From an optimization exercise on the open Yosys and OpenROAD flow, aimed at a short achievable clock period and few clock cycles; shortcuts taken in it are not production practice.
In this exercise RTL edits were held to simulation tests only and were not proved equivalent to the original.
Power figures rest on the tool's default switching activity, not on a simulated workload.

**design/flow/config.mk**
```make
export PLATFORM = sky130hd
export DESIGN_NAME = chip8_cpu
export DESIGN_NICKNAME = chip8_cpu
export VERILOG_FILES = /design/flow/design.v
export SDC_FILE = /design/flow/constraint.sdc
export NUM_CORES = 4
export LEC_CHECK = 0
export ABC_CLOCK_PERIOD_IN_PS = 2500
export CAP_MARGIN = 25
export CORE_MARGIN = 2
export CORE_UTILIZATION = 40
export PLACE_DENSITY = 0.6
export SETUP_SLACK_MARGIN = 5
export SLEW_MARGIN = 25
export TNS_END_PERCENT = 100
```
**design/flow/constraint.sdc**
```tcl
create_clock -name core_clock -period 9.5 [get_ports {clk_in}]
set_input_delay 1.9000 -clock core_clock [delete_from_list [all_inputs] [get_ports {clk_in}]]
set_output_delay 1.9000 -clock core_clock [all_outputs]
set_load 0.01 [all_outputs]
```
**design/flow/design.v**
```verilog
`timescale 1ns/1ps
`timescale 1ns/1ps
`timescale 1ns/1ps
`timescale 1ns/1ps
`timescale 1ns/1ps
`timescale 1ns/1ps
`timescale 1ns/1ps
module chip8_cpu (
  input  logic        clk_in,
  input  logic        arst_n_i,
  input  logic [7:0]  rd_data_i,
  output logic [11:0] rd_addr_o,
  output logic [11:0] wr_addr_o,
  output logic [7:0]  wr_data_o,
  output logic        wr_en_o,
  output logic        halt_o
);
  localparam int IW    = 6;               
  localparam int NE    = 1 << IW;
  localparam int TW    = 12 - IW;         
  localparam int AHEAD = 32;              
  logic [11:0]   npc_q;
  logic          cv_q  [NE];
  logic [TW-1:0] ct_q  [NE];
  logic [15:0]   ci_q  [NE];
  logic [1:0]    cp_q  [NE];              
  logic [11:0]   cn_q  [NE];              
  logic          cr_q  [NE];              
  logic          cs_q  [NE];              
  logic          cf_q  [NE];              
  logic [15:0]   cq_q  [NE];              
  logic          c_valid_q;
  logic [15:0]   c_ir_q;
  logic [11:0]   c_pc_q;
  logic          c_pred_q;
  logic [11:0]   c_nx_q;
  logic          c_fz_q;
  logic [15:0]   c_sk_q;
  logic [1:0]    c_cnt_q;
  logic [7:0]    v_q [16];
  logic [11:0]   i_q;
  logic [11:0]   stk_q [16];
  logic [3:0]    sp_q;
  logic [11:0]   ret_q;                   
  logic [11:0]   ret2_q;                  
  logic [11:0]   addr_q;                  
  logic          a_hi_q, a_lo_q;          
  logic [11:0]   a_pair_q;
  logic          d_hi_q, d_lo_q;          
  logic [11:0]   d_pair_q;
  logic [7:0]    hib_q;
  logic [11:0]   stream_q;                
  logic          halted_q;
  logic          halt_q;
  logic          wen_q;
  logic [11:0]   waddr_q;
  logic [7:0]    wdata_q;
  logic [3:0]    rem_q;
  logic          bcd_q;
  logic [7:0]    bval_q;
  logic [7:0]    sh_q [15];
  localparam int NP = 2;                  
  logic [1:0]    pn_q;                    
  logic          pbcd_q  [NP];
  logic [3:0]    pcnt_q  [NP];
  logic [11:0]   pbase_q [NP];
  logic [7:0]    pbval_q [NP];
  logic [7:0]    psnap_q [NP][16];
  assign rd_addr_o = addr_q;
  assign wr_addr_o = waddr_q;
  assign wr_data_o = wdata_q;
  assign wr_en_o   = wen_q;
  assign halt_o    = halt_q;
  function automatic logic [IW-1:0] idx_of(input logic [11:0] a);
    idx_of = a[IW:1];
  endfunction
  function automatic logic [TW-1:0] tag_of(input logic [11:0] a);
    tag_of = {a[11:IW+1], a[0]};
  endfunction
  function automatic logic [3:0] bcd_hund(input logic [7:0] v);
    if (v >= 8'd200) bcd_hund = 4'd2;
    else if (v >= 8'd100) bcd_hund = 4'd1;
    else bcd_hund = 4'd0;
  endfunction
  function automatic logic [3:0] bcd_tens(input logic [7:0] v);
    logic [7:0] t;
    t = v / 8'd10;
    bcd_tens = 4'(t % 8'd10);
  endfunction
  function automatic logic [3:0] bcd_ones(input logic [7:0] v);
    bcd_ones = 4'(v % 8'd10);
  endfunction
  wire [3:0] c_op = c_ir_q[15:12];
  wire [3:0] c_x  = c_ir_q[11:8];
  wire [3:0] c_y  = c_ir_q[7:4];
  wire [3:0] c_n  = c_ir_q[3:0];
  wire [7:0] c_kk = c_ir_q[7:0];
  logic [7:0] c_vx_q, c_vy_q;
  wire [7:0] c_vx = c_vx_q;
  wire [7:0] c_vy = c_vy_q;
  logic          c2_valid_q;
  logic [15:0]   c2_sk_q;
  logic          c2_pred_q;
  logic [1:0]    c2_cnt_q;
  logic [11:0]   c2_tk_q, c2_nt_q;
  logic [IW-1:0] c2_idx_q;
  logic [7:0]    c2_a_q, c2_b_q;          
  wire [3:0]  c2_op  = c2_sk_q[15:12];
  wire        c2_eq  = (c2_a_q == c2_b_q);
  wire        c2_take = c2_eq ^ ((c2_op == 4'h4) || (c2_op == 4'h9));
  wire        c2_go  = c2_valid_q && !halted_q;
  wire        c2_mis = c2_go && (c2_take != c2_pred_q);
  wire [11:0] c2_fix = c2_take ? c2_tk_q : c2_nt_q;
  wire [1:0]  c2_cnt_up = c2_take ? ((c2_cnt_q == 2'd3) ? 2'd3 : c2_cnt_q + 2'd1)
                                  : ((c2_cnt_q == 2'd0) ? 2'd0 : c2_cnt_q - 2'd1);
  wire       c_go = c_valid_q && !halted_q && !c2_mis;
  wire       c_is_call = (c_op == 4'h2);
  wire       c_is_ret  = (c_ir_q == 16'h00EE);
  wire       c_is_st   = (c_op == 4'hF) && (c_kk == 8'h33 || c_kk == 8'h55);
  wire       c_is_skip = (c_op == 4'h3) || (c_op == 4'h4) || (c_op == 4'h5) || (c_op == 4'h9);
  wire       c_eqk  = (c_vx == c_kk);
  wire       c_eqy  = (c_vx == c_vy);
  logic      c_take;
  always_comb begin
    case (c_op)
      4'h3:    c_take = c_eqk;
      4'h4:    c_take = !c_eqk;
      4'h5:    c_take = c_eqy;
      default: c_take = !c_eqy;
    endcase
  end
  wire        c_mis   = c_go && c_is_skip && (c_take != c_pred_q);
  wire [11:0] c_pc2   = c_pc_q + 12'd2;
  wire [11:0] c_pc4   = c_pc_q + 12'd4;
  wire [11:0] c_fix   = c_take ? c_pc4 : c_nx_q;
  wire [1:0]  c_cnt_up = c_take ? ((c_cnt_q == 2'd3) ? 2'd3 : c_cnt_q + 2'd1)
                                : ((c_cnt_q == 2'd0) ? 2'd0 : c_cnt_q - 2'd1);
  wire       p_idle   = (pn_q == 2'd0) && (rem_q == 4'd0);    
  wire       p_start  = (pn_q != 2'd0) && (rem_q == 4'd0);    
  wire [1:0] p_after  = pn_q - {1'b0, p_start};
  wire       p_full   = (p_after == 2'(NP));
  wire       c_stall  = c_go && c_is_st && !p_idle && p_full;
  wire       c_launch = c_go && c_is_st && p_idle;
  wire       c_park   = c_go && c_is_st && !p_idle && !p_full;
  wire       c_launch_d = c_valid_q && c_is_st && p_idle;
  wire       c_park_d   = c_valid_q && c_is_st && !p_idle && !p_full;
  logic        c_halt;
  logic        c_wr;
  logic        c_fw;
  logic        c_iw;
  logic [7:0]  c_res;
  logic        c_flag;
  logic [11:0] c_inext;
  wire [8:0] c_add  = {1'b0, c_vx} + {1'b0, (c_op == 4'h7) ? c_kk : c_vy};
  wire [8:0] c_subx = {1'b0, c_vx} - {1'b0, c_vy};
  wire [8:0] c_suby = {1'b0, c_vy} - {1'b0, c_vx};
  always_comb begin
    c_halt  = 1'b0;
    c_wr    = 1'b0;
    c_fw    = 1'b0;
    c_iw    = 1'b0;
    c_res   = c_kk;
    c_flag  = 1'b0;
    c_inext = c_ir_q[11:0];
    case (c_op)
      4'h0: c_halt = (c_ir_q[11:0] != 12'h0EE);
      4'h5, 4'h9: c_halt = (c_n != 4'h0);
      4'h6: c_wr = 1'b1;
      4'h7: begin
        c_wr  = 1'b1;
        c_res = c_add[7:0];
      end
      4'h8: begin
        c_wr = 1'b1;
        c_fw = 1'b1;
        case (c_n)
          4'h0: begin c_res = c_vy; c_fw = 1'b0; end
          4'h1: c_res = c_vx | c_vy;
          4'h2: c_res = c_vx & c_vy;
          4'h3: c_res = c_vx ^ c_vy;
          4'h4: begin c_res = c_add[7:0];  c_flag = c_add[8]; end
          4'h5: begin c_res = c_subx[7:0]; c_flag = !c_subx[8]; end
          4'h6: begin c_res = {1'b0, c_vx[7:1]}; c_flag = c_vx[0]; end
          4'h7: begin c_res = c_suby[7:0]; c_flag = !c_suby[8]; end
          4'hE: begin c_res = {c_vx[6:0], 1'b0}; c_flag = c_vx[7]; end
          default: begin c_wr = 1'b0; c_fw = 1'b0; c_halt = 1'b1; end
        endcase
      end
      4'hA: c_iw = 1'b1;
      4'hF: begin
        case (c_kk)
          8'h1E: begin c_iw = 1'b1; c_inext = i_q + {4'h0, c_vx}; end
          8'h33, 8'h55: ;
          default: c_halt = 1'b1;
        endcase
      end
      4'hB, 4'hC, 4'hD, 4'hE: c_halt = 1'b1;
      default: ;
    endcase
  end
  always_ff @(posedge clk_in or negedge arst_n_i) begin
    if (!arst_n_i) begin
      for (int k = 0; k < 16; k++) v_q[k] <= '0;
      i_q <= '0;
    end else if (c_go) begin
      for (int k = 0; k < 16; k++) begin
        if (c_fw && k == 15) v_q[k] <= {7'd0, c_flag};
        else if (c_wr && c_x == 4'(k)) v_q[k] <= c_res;
      end
      if (c_iw) i_q <= c_inext;
    end
  end
  always_ff @(posedge clk_in or negedge arst_n_i) begin
    if (!arst_n_i) sp_q <= '0;
    else if (c_go && c_is_call) sp_q <= sp_q + 4'd1;
    else if (c_go && c_is_ret) sp_q <= sp_q - 4'd1;
  end
  always_ff @(posedge clk_in) begin
    if (c_valid_q && c_is_call) stk_q[sp_q] <= c_pc2;
    if (c_go && c_is_call) begin
      ret_q       <= c_pc2;
      ret2_q      <= ret_q;
    end else if (c_go && c_is_ret) begin
      ret_q  <= ret2_q;
      ret2_q <= stk_q[sp_q - 4'd3];
    end
  end
  wire [IW-1:0] f_idx = idx_of(npc_q);
  wire [TW-1:0] f_tag = tag_of(npc_q);
  logic          f_hit;
  logic [15:0]   f_ir;
  logic [1:0]    f_cnt;
  logic          f_r, f_s, f_fz;
  logic [15:0]   f_sk;
  logic [11:0]   f_nx;
  always_comb begin
    f_hit = 1'b0;
    f_ir  = '0;
    f_cnt = '0;
    f_nx  = '0;
    f_fz  = 1'b0;
    f_sk  = '0;
    f_r   = 1'b0;
    f_s   = 1'b0;
    for (int k = 0; k < NE; k++) begin
      if (f_idx == IW'(k)) begin
        f_hit = f_hit | (cv_q[k] && ct_q[k] == f_tag);
        f_ir  = f_ir  | ci_q[k];
        f_cnt = f_cnt | cp_q[k];
        f_nx  = f_nx  | cn_q[k];
        f_fz  = f_fz  | cf_q[k];
        f_sk  = f_sk  | cq_q[k];
        f_r   = f_r   | cr_q[k];
        f_s   = f_s   | cs_q[k];
      end
    end
  end
  wire          f_pt  = f_cnt[1];
  wire          f_skp = f_s;
  wire [11:0]   f_pc2 = npc_q + 12'd2;
  wire [11:0]   f_pc4 = npc_q + 12'd4;
  wire [11:0]   f_pc6 = npc_q + 12'd6;
  wire [11:0]   f_tk  = f_fz ? f_pc6 : f_pc4;
  wire [11:0] f_ret = (c_valid_q && c_is_call) ? c_pc2 :
                      (c_valid_q && c_is_ret)  ? ret2_q : ret_q;
  wire [11:0] f_next = f_r ? f_ret : ((f_s || f_fz) && f_pt) ? f_tk : f_nx;
  wire f_issue = f_hit && !c_stall && !c_mis && !c2_mis;
  wire [3:0] f_x = f_ir[11:8];
  wire [3:0] f_y = f_ir[7:4];
  wire [7:0] f_vx = (c_valid_q && c_fw && f_x == 4'hF) ? {7'd0, c_flag} :
                    (c_valid_q && c_wr && f_x == c_x)  ? c_res : v_q[f_x];
  wire [7:0] f_vy = (c_valid_q && c_fw && f_y == 4'hF) ? {7'd0, c_flag} :
                    (c_valid_q && c_wr && f_y == c_x)  ? c_res : v_q[f_y];
  always_ff @(posedge clk_in or negedge arst_n_i) begin
    if (!arst_n_i) begin
      npc_q     <= 12'h200;
      c_valid_q <= 1'b0;
    end else begin
      if (c2_mis) npc_q <= c2_fix;
      else if (c_mis) npc_q <= c_fix;
      else if (f_issue) npc_q <= f_next;
      if (!c_stall) c_valid_q <= f_issue;
    end
  end
  always_ff @(posedge clk_in) begin
    if (!c_stall) begin
      c_vx_q   <= f_vx;
      c_vy_q   <= f_vy;
      c_ir_q   <= f_ir;
      c_pc_q   <= npc_q;
      c_pred_q <= (f_skp || f_fz) && f_pt;
      c_fz_q   <= f_fz;
      c_sk_q   <= f_sk;
      c_nx_q   <= f_nx;
      c_cnt_q  <= f_cnt;
    end
  end
  wire          e_wr    = d_lo_q;                   
  wire [15:0]   e_word  = {hib_q, rd_data_i};
  wire [IW-1:0] e_widx  = idx_of(d_pair_q);
  wire          e_jmp   = (hib_q[7:4] == 4'h1) || (hib_q[7:4] == 4'h2);
  logic         pv_v_q;                   
  logic         pv_nc_q;                  
  logic         pv_pl_q;                  
  logic         pv_fz_q;                  
  logic [11:0]  pv_pair_q;
  logic [11:0]  pv2_pair_q;
  wire [3:0]    e_op    = hib_q[7:4];
  wire          e_seq   = e_wr && pv_v_q && (pv_pair_q + 12'd2 == d_pair_q);
  wire          e_fold  = e_seq && (e_op == 4'h1) && pv_nc_q;
  wire          e_fold2 = e_fold && pv_fz_q;
  wire          e_skk   = (e_op == 4'h3) || (e_op == 4'h4);
  wire          e_sxy   = ((e_op == 4'h5) || (e_op == 4'h9)) && (rd_data_i[3:0] == 4'h0);
  wire          e_fuse  = e_seq && (e_skk || e_sxy) && pv_pl_q;
  always_ff @(posedge clk_in or negedge arst_n_i) begin
    if (!arst_n_i) pv_v_q <= 1'b0;
    else if (e_wr) pv_v_q <= 1'b1;
  end
  always_ff @(posedge clk_in) begin
    if (e_wr) begin
      pv_pair_q  <= d_pair_q;
      pv2_pair_q <= pv_pair_q;
      pv_nc_q    <= (e_op != 4'h0) && (e_op != 4'h1) && (e_op != 4'h2);
      pv_pl_q    <= (e_op != 4'h0) && (e_op != 4'h1) && (e_op != 4'h2) && (e_op != 4'h3) &&
                    (e_op != 4'h4) && (e_op != 4'h5) && (e_op != 4'h9);
      pv_fz_q    <= e_fuse;
    end
  end
  wire [11:0]   s_dist  = stream_q - npc_q;
  wire          s_go    = (s_dist <= 12'(2 * AHEAD));
  wire          f_miss  = !f_hit;
  wire          on_it   = ((a_hi_q || a_lo_q) && a_pair_q == npc_q) || (e_wr && d_pair_q == npc_q);
  wire          redir   = f_miss && !on_it;
  wire          e_follow = e_wr && (e_op == 4'h1) && (e_word[11:0] > d_pair_q);
  always_ff @(posedge clk_in or negedge arst_n_i) begin
    if (!arst_n_i) begin
      addr_q   <= 12'h200;
      a_hi_q   <= 1'b1;
      a_lo_q   <= 1'b0;
      a_pair_q <= 12'h200;
      d_hi_q   <= 1'b0;
      d_lo_q   <= 1'b0;
      d_pair_q <= 12'h200;
      stream_q <= 12'h202;
    end else begin
      d_hi_q   <= a_hi_q;
      d_lo_q   <= a_lo_q;
      d_pair_q <= a_pair_q;
      if (redir) begin
        addr_q   <= npc_q;
        a_hi_q   <= 1'b1;
        a_lo_q   <= 1'b0;
        a_pair_q <= npc_q;
        stream_q <= npc_q + 12'd2;
      end else if (e_follow) begin
        addr_q   <= e_word[11:0];
        a_hi_q   <= 1'b1;
        a_lo_q   <= 1'b0;
        a_pair_q <= e_word[11:0];
        stream_q <= e_word[11:0] + 12'd2;
      end else if (a_hi_q) begin
        addr_q   <= addr_q + 12'd1;
        a_hi_q   <= 1'b0;
        a_lo_q   <= 1'b1;
      end else if (s_go) begin
        addr_q   <= stream_q;
        a_hi_q   <= 1'b1;
        a_lo_q   <= 1'b0;
        a_pair_q <= stream_q;
        stream_q <= stream_q + 12'd2;
      end else begin
        a_hi_q   <= 1'b0;
        a_lo_q   <= 1'b0;
      end
    end
  end
  always_ff @(posedge clk_in) begin
    if (d_hi_q) hib_q <= rd_data_i;
  end
  logic          u_valid_q;
  logic [IW-1:0] u_idx_q;
  logic [1:0]    u_cnt_q;
  always_ff @(posedge clk_in or negedge arst_n_i) begin
    if (!arst_n_i) u_valid_q <= 1'b0;
    else u_valid_q <= c_go && c_is_skip;
  end
  always_ff @(posedge clk_in) begin
    u_idx_q <= idx_of(c_pc_q);
    u_cnt_q <= c_cnt_up;
  end
  logic          u2_valid_q;
  logic [IW-1:0] u2_idx_q;
  logic [1:0]    u2_cnt_q;
  always_ff @(posedge clk_in or negedge arst_n_i) begin
    if (!arst_n_i) u2_valid_q <= 1'b0;
    else u2_valid_q <= c2_go;
  end
  always_ff @(posedge clk_in) begin
    u2_idx_q <= c2_idx_q;
    u2_cnt_q <= c2_cnt_up;
  end
  wire [3:0] s_x  = c_sk_q[11:8];
  wire [3:0] s_y  = c_sk_q[7:4];
  wire [7:0] s_va = (c_fw && s_x == 4'hF) ? {7'd0, c_flag} : (c_wr && s_x == c_x) ? c_res : v_q[s_x];
  wire [7:0] s_vy = (c_fw && s_y == 4'hF) ? {7'd0, c_flag} : (c_wr && s_y == c_x) ? c_res : v_q[s_y];
  wire [7:0] s_vb = (c_sk_q[15:12] == 4'h3 || c_sk_q[15:12] == 4'h4) ? c_sk_q[7:0] : s_vy;
  always_ff @(posedge clk_in or negedge arst_n_i) begin
    if (!arst_n_i) c2_valid_q <= 1'b0;
    else c2_valid_q <= c_go && !c_stall && c_fz_q;
  end
  always_ff @(posedge clk_in) begin
    c2_sk_q   <= c_sk_q;
    c2_a_q    <= s_va;
    c2_b_q    <= s_vb;
    c2_pred_q <= c_pred_q;
    c2_cnt_q  <= c_cnt_q;
    c2_tk_q   <= c_pc_q + 12'd6;
    c2_nt_q   <= c_nx_q;
    c2_idx_q  <= idx_of(c_pc_q);
  end
  always_ff @(posedge clk_in or negedge arst_n_i) begin
    if (!arst_n_i) begin
      for (int k = 0; k < NE; k++) cv_q[k] <= 1'b0;
    end else if (e_wr) begin
      cv_q[e_widx] <= 1'b1;
    end
  end
  always_ff @(posedge clk_in) begin
    for (int k = 0; k < NE; k++) begin
      if (e_wr && e_widx == IW'(k)) begin
        ct_q[k] <= tag_of(d_pair_q);
        ci_q[k] <= e_word;
        cp_q[k] <= ((hib_q[7:4] == 4'h4) || (hib_q[7:4] == 4'h9)) ? 2'd2 : 2'd1;
        cn_q[k] <= e_jmp ? e_word[11:0] : d_pair_q + 12'd2;
        cr_q[k] <= (hib_q[7:4] == 4'h0);
        cs_q[k] <= (hib_q[7:4] == 4'h3) || (hib_q[7:4] == 4'h4) || (hib_q[7:4] == 4'h5) || (hib_q[7:4] == 4'h9);
        cf_q[k] <= 1'b0;
      end else if (e_fuse && idx_of(pv_pair_q) == IW'(k)) begin
        cf_q[k] <= 1'b1;
        cq_q[k] <= e_word;
        cn_q[k] <= d_pair_q + 12'd2;
        cp_q[k] <= ((e_op == 4'h4) || (e_op == 4'h9)) ? 2'd2 : 2'd1;
      end else begin
        if (u_valid_q && u_idx_q == IW'(k)) cp_q[k] <= u_cnt_q;
        else if (u2_valid_q && u2_idx_q == IW'(k)) cp_q[k] <= u2_cnt_q;
        if (e_fold && idx_of(pv_pair_q) == IW'(k)) cn_q[k] <= e_word[11:0];
        if (e_fold2 && idx_of(pv2_pair_q) == IW'(k)) cn_q[k] <= e_word[11:0];
      end
    end
  end
  always_ff @(posedge clk_in or negedge arst_n_i) begin
    if (!arst_n_i) begin
      wen_q    <= 1'b0;
      rem_q    <= '0;
      pn_q     <= '0;
      halted_q <= 1'b0;
      halt_q   <= 1'b0;
    end else begin
      if (c_launch) begin
        wen_q <= 1'b1;
        rem_q <= c_kk[6] ? c_x : 4'd2;
      end else if (p_start) begin
        wen_q <= 1'b1;
        rem_q <= pcnt_q[0];
      end else if (rem_q != 4'd0) begin
        wen_q <= 1'b1;
        rem_q <= rem_q - 4'd1;
      end else begin
        wen_q <= 1'b0;
      end
      pn_q <= p_after + {1'b0, c_park};
      if (c_go && c_halt) halted_q <= 1'b1;
      halt_q <= (halted_q || (c_go && c_halt)) && (rem_q <= 4'd1) && (pn_q == 2'd0);
    end
  end
  always_ff @(posedge clk_in) begin
    for (int j = 0; j < NP; j++) begin
      if (c_park_d && p_after == 2'(j)) begin
        pbcd_q[j]  <= !c_kk[6];
        pcnt_q[j]  <= c_kk[6] ? c_x : 4'd2;
        pbase_q[j] <= i_q;
        pbval_q[j] <= c_vx;
        for (int k = 0; k < 16; k++) psnap_q[j][k] <= v_q[k];
      end else if (p_start && j + 1 < NP) begin
        pbcd_q[j]  <= pbcd_q[j + 1];
        pcnt_q[j]  <= pcnt_q[j + 1];
        pbase_q[j] <= pbase_q[j + 1];
        pbval_q[j] <= pbval_q[j + 1];
        for (int k = 0; k < 16; k++) psnap_q[j][k] <= psnap_q[j + 1][k];
      end
    end
    if (c_launch_d) begin
      waddr_q <= i_q;
      bcd_q   <= !c_kk[6];
      bval_q  <= c_vx;
      if (c_kk[6]) begin
        wdata_q <= v_q[0];
        for (int k = 0; k < 15; k++) sh_q[k] <= v_q[k + 1];
      end else begin
        wdata_q <= {4'd0, bcd_hund(c_vx)};
      end
    end else if (p_start) begin
      waddr_q <= pbase_q[0];
      bcd_q   <= pbcd_q[0];
      bval_q  <= pbval_q[0];
      if (!pbcd_q[0]) begin
        wdata_q <= psnap_q[0][0];
        for (int k = 0; k < 15; k++) sh_q[k] <= psnap_q[0][k + 1];
      end else begin
        wdata_q <= {4'd0, bcd_hund(pbval_q[0])};
      end
    end else if (rem_q != 4'd0) begin
      waddr_q <= waddr_q + 12'd1;
      if (bcd_q) wdata_q <= {4'd0, (rem_q == 4'd2) ? bcd_tens(bval_q) : bcd_ones(bval_q)};
      else wdata_q <= sh_q[0];
      for (int k = 0; k < 14; k++) sh_q[k] <= sh_q[k + 1];
    end
  end
endmodule
```
**design/flow/run.sh**
```bash
#!/bin/bash
# synth_recipe.tcl (not shown) runs the flow's synth.tcl, then flattens the netlist and writes it again
# the make line also repeats each setting of config.mk as NAME=value (left out here)
make -C /OpenROAD-flow-scripts/flow DESIGN_CONFIG=/design/flow/config.mk WORK_HOME=/design/flow/orfs CLKGATE_MAP_FILE= SYNTH_SCRIPT=/design/flow/synth_recipe.tcl finish
```
==> impl_metrics.tcl <==
set metrics [dict create \
    detailedRoute.firstPassIterationCount 8 \
    internal_power_w 0.0391 \
    switching_share 0.354 \
    cp-end-kind "register" \
    power.share.sequential 0.409 \
    worst_slew_margin_rel 0.177 \
    io_buffers 43 \
    worst_ir_drop_vdd_uv 250 \
    final_routed_wire_length_divided_by_cell_count_um 42.6 \
    cts_num_sinks 4645 \
    worst-endpoint-required_ns 10.27 \
    power.switching_w 0.0214 \
    dr.max_layer_used "met5" \
    synth-edff-count 4232 \
    remaining_drc_errors 0 \
    first_global_vias 136000 \
    drt_iter0_markers 32100 \
    area_growth_syn_to_layout_pct 16.7 \
    core_area_mm2 0.493 \
    std_cell_rows 258 \
    clock_tree.buffer_depth 4 \
    grt_setup_unrepaired "yes" \
    ys_seq_elements 4645 \
    syn-cell-area_mm2 0.198 \
    timing_worst_setup_path_type "reg2reg" \
    initial_utilization 0.401 \
    grt_use_total 0.363 \
    grt_pass1_wl_mm 1240 \
    synth_top_cell_area_share 0.642 \
    ys_top_cells_by_area "sky130_fd_sc_hd__edfxtp_1 64%, sky130_fd_sc_hd__a22oi_1 5.8%, sky130_fd_sc_hd__dfrtp_1 3.5%" \
    cts-htree-levels 5 \
    pin_count 44 \
    worst_pin_slew_ns 1.23 \
    die-width_um 708 \
    antenna_found_initial 101 \
    finalMaxSlewViolations 0 \
    hold_class "reg2reg" \
    final_nets 15400 \
    finalSetupViolations 0 \
    clk-insertion-delay-late_ns 1.15 \
    hold_violations 0 \
    static_leakage_power_nw 79.0 \
    timing.critical_path.fanout_max 25 \
    clock-root-buffer "sky130_fd_sc_hd__clkbuf_16" \
    run_status "complete, no violations" \
    met3_wirelength_mm 151 \
    route.vias.total 152000 \
    grt_overflow_total 0 \
    post_synth_inst_count 14800 \
    setup.worst_path.start_class "register" \
    cts.reportedPaths.clkPinSlew_ns 0.06 \
    synthMostInstantiatedCell "sky130_fd_sc_hd__edfxtp_1" \
    clock_power_share 0.309 \
    drt-vias-per-instance 6.84 \
    detail_route.wirelength.met1_mm 325 \
    p_per_area_mw_per_mm2 262 \
    max_freq_mhz 210 \
    power_frac_comb 0.282 \
    yosys.cell_types.count 96 \
    yosysSeqAreaShare 0.691 \
    period_share 0.501 \
    netlist.top_cell.by_area "sky130_fd_sc_hd__edfxtp_1" \
    place_congestion 1.03 \
    dp.final_hpwl_mm 548 \
    cts-buffers-inserted 475 \
    fp.dieArea_mm2 0.501 \
    postSynthNetCount 15000 \
    timing.clock.skew_ns 0.140 \
    finalWirelength_mm 945 \
    maximum_number_of_pins_on_one_net_before_global_route_repair 162 \
    synthArstFlopShare 0.0616 \
    cts_tree "done" \
    yosys_warnings 17 \
    leading_register_cell_type_out_of_synthesis "sky130_fd_sc_hd__edfxtp_1" \
    post_route_cells_drive_above_1_share 0.176 \
    yosys-top-cells-count "4232 x sky130_fd_sc_hd__edfxtp_1, 1628 x sky130_fd_sc_hd__nand2_1, 1543 x sky130_fd_sc_hd__a22oi_1, 882 x sky130_fd_sc_hd__nor2_1, 804 x sky130_fd_sc_hd__clkbuf_1" \
    die_h_um 708 \
    postSynthAreaPerCell_um2 13.3 \
    worst_hold_slack_ns 0.369 \
    max_cap_viols 0 \
    worst_ep_arrival_time_ns 5.53 \
    holdBufCountCts 0 \
    met2_length_mm 386 \
    totalNegativeSetupSlack_ns 0 \
    drt.antenna.violating_nets 0 \
    finalWorstPathRequiredPeriod_ns 4.76 \
]
flip-flops by register name, indices dropped and copies added (netlist names), 24 cells and up:
register  cells
ci_q       1024
cq_q       1024
cn_q        768
ct_q        384
psnap_q     256
stk_q       192
cp_q        128
v_q         128
sh_q        120
cf_q         64
cr_q         64
cs_q         64
cv_q         64
pbase_q      24
layer usage:
metal / track usage / up-vias
li1: - / 57900
met4: 0.243 / 60
met5: 0.00240 / -
met2: 0.514 / 14900
met3: 0.132 / 3537
met1: 0.466 / 75500
path summary, 6_finish.rpt:
path / slack (ns) / startpoint / cells past startpoint / endpoint
worst min register to register: 0.37 / c_nx_q[10] / 0 / c2_nt_q[10]
worst max-delay path: 4.74 / d_pair_q[2] / 7 / cp_q[47][0]
worst max register to register: 4.74 / d_pair_q[2] / 7 / cp_q[47][0]
worst min-delay path: 0.37 / c_nx_q[10] / 0 / c2_nt_q[10]
min in group asynchronous: 0.83 / arst_n_i / 1 / d_pair_q[5]
max in group asynchronous: 6.68 / arst_n_i / 3 / v_q[1][4]
critical path, stage by stage, from the launching register on:
cell	delay, ns
sky130_fd_sc_hd__dfrtp_2	0.74
sky130_fd_sc_hd__ha_2	0.53
sky130_fd_sc_hd__and3_1	0.61
sky130_fd_sc_hd__nand2_1	0.63
sky130_fd_sc_hd__inv_2	0.35
sky130_fd_sc_hd__buf_4	0.71
sky130_fd_sc_hd__nor2_1	0.49
sky130_fd_sc_hd__o221ai_1	0.24
cells by family (layout without fill, tap and decap cells):
| family | Yosys count | count (layout) | synth area share |
|---|---|---|---|
| AO/OA/AOI/OAI | 3514 | 3518 | 0.118 |
| multiplexers | 653 | 653 | 0.0395 |
| AND/OR/NAND/NOR | 4111 | 4119 | 0.0951 |
| adder cells (fa/ha/maj) | 116 | 116 | 0.00748 |
| buffers and inverters | 1240 | 2012 | 0.0244 |
| XOR/XNOR | 563 | 563 | 0.0249 |
| other | 0 | 70 | 0 |
| flip-flops | 4645 | 4645 | 0.691 |
layout by cell type (no fill, tap or decap), types with 123 or more instances in the layout:
cell	count
sky130_fd_sc_hd__edfxtp_1	4232
sky130_fd_sc_hd__nand2_1	1605
sky130_fd_sc_hd__a22oi_1	1534
sky130_fd_sc_hd__nor2_1	700
sky130_fd_sc_hd__buf_4	673
sky130_fd_sc_hd__o21ai_0	660
sky130_fd_sc_hd__a21oi_1	574
sky130_fd_sc_hd__clkbuf_16	486
sky130_fd_sc_hd__xnor2_1	447
sky130_fd_sc_hd__nand3_1	445
sky130_fd_sc_hd__mux2_2	383
sky130_fd_sc_hd__nand4_1	374
sky130_fd_sc_hd__dfrtp_1	261
sky130_fd_sc_hd__mux2i_1	200
sky130_fd_sc_hd__nor3_1	144
sky130_fd_sc_hd__nor2_4	141
sky130_fd_sc_hd__inv_1	134
sky130_fd_sc_hd__clkbuf_1	130
sky130_fd_sc_hd__dfxtp_1	123
repair_timing:
| action | 4_1_cts | 5_1_grt |
|---|---|---|
| setup endpoints to repair | 2836 | 990 |
| resized for setup | 427 | 202 |
| pin swaps | 77 | 70 |
| gates cloned | 19 | 13 |
| setup buffers | 187 | 130 |
metrics by stage:
stage                     utilization  area (µm²)  total power (W)  setup WS [ns]  cells
after global routing            0.468      231000           0.0615           4.87  22100
after detailed placement        0.425      210000           0.0395           2.18  20900
after CTS                       0.463      229000           0.0590           4.76  22000
final                           0.468      231000           0.0605           4.74  22200
after global placement          0.424      209000           0.0394           2.14  20900
after floorplan                     -      198000           0.0323           2.68  14800
power by group through the flow:
stage                     clock (W)  combinational [W]  sequential [W]
after floorplan                   0            0.00752          0.0247
after global placement            0             0.0140          0.0254
after detailed placement          0             0.0141          0.0254
after CTS                    0.0186             0.0156          0.0247
after global routing         0.0194             0.0173          0.0248
final                        0.0187             0.0171          0.0248
area by class of cell:
type                    instances  area (µm²)
fillers                     43200      262000
flip-flops and latches       4645      137000
multi-input cells            8969       60200
clock buffers                 631       12800
repair buffers                966        9930
well taps                    6500        8130
clock inverters               240        2300
inverters                     174         688
diodes                         70         175
repair inverters                1        7.51
Testbench counts, summed over its fixed seeds: cycles 102,804.

separate check: timing with driven ports:
No port has a modelled driver above. Below, the same layout with a new extraction and two added sets of constraints. Step 1: set_driving_cell puts a clkbuf_16 on clk_in and a buf_2 on each other input, an assumption about the parent block. Step 2 also shifts input and output timing later by t, the mid clock arrival at the registers, as if the neighbouring blocks saw the same clock. Slacks: no drivers / after step 1 / after step 2; pairs: no drivers / after step 1.
t, ns: 1.200
setup WS [ns]: 4.743 / 4.743 / 3.774
hold slack, ns: 0.369 / 0.369 / 0.369
After both steps this run still meets setup and hold. The setup slack of this run moves by 0.000 ns with the drivers and by -0.969 ns with both steps.
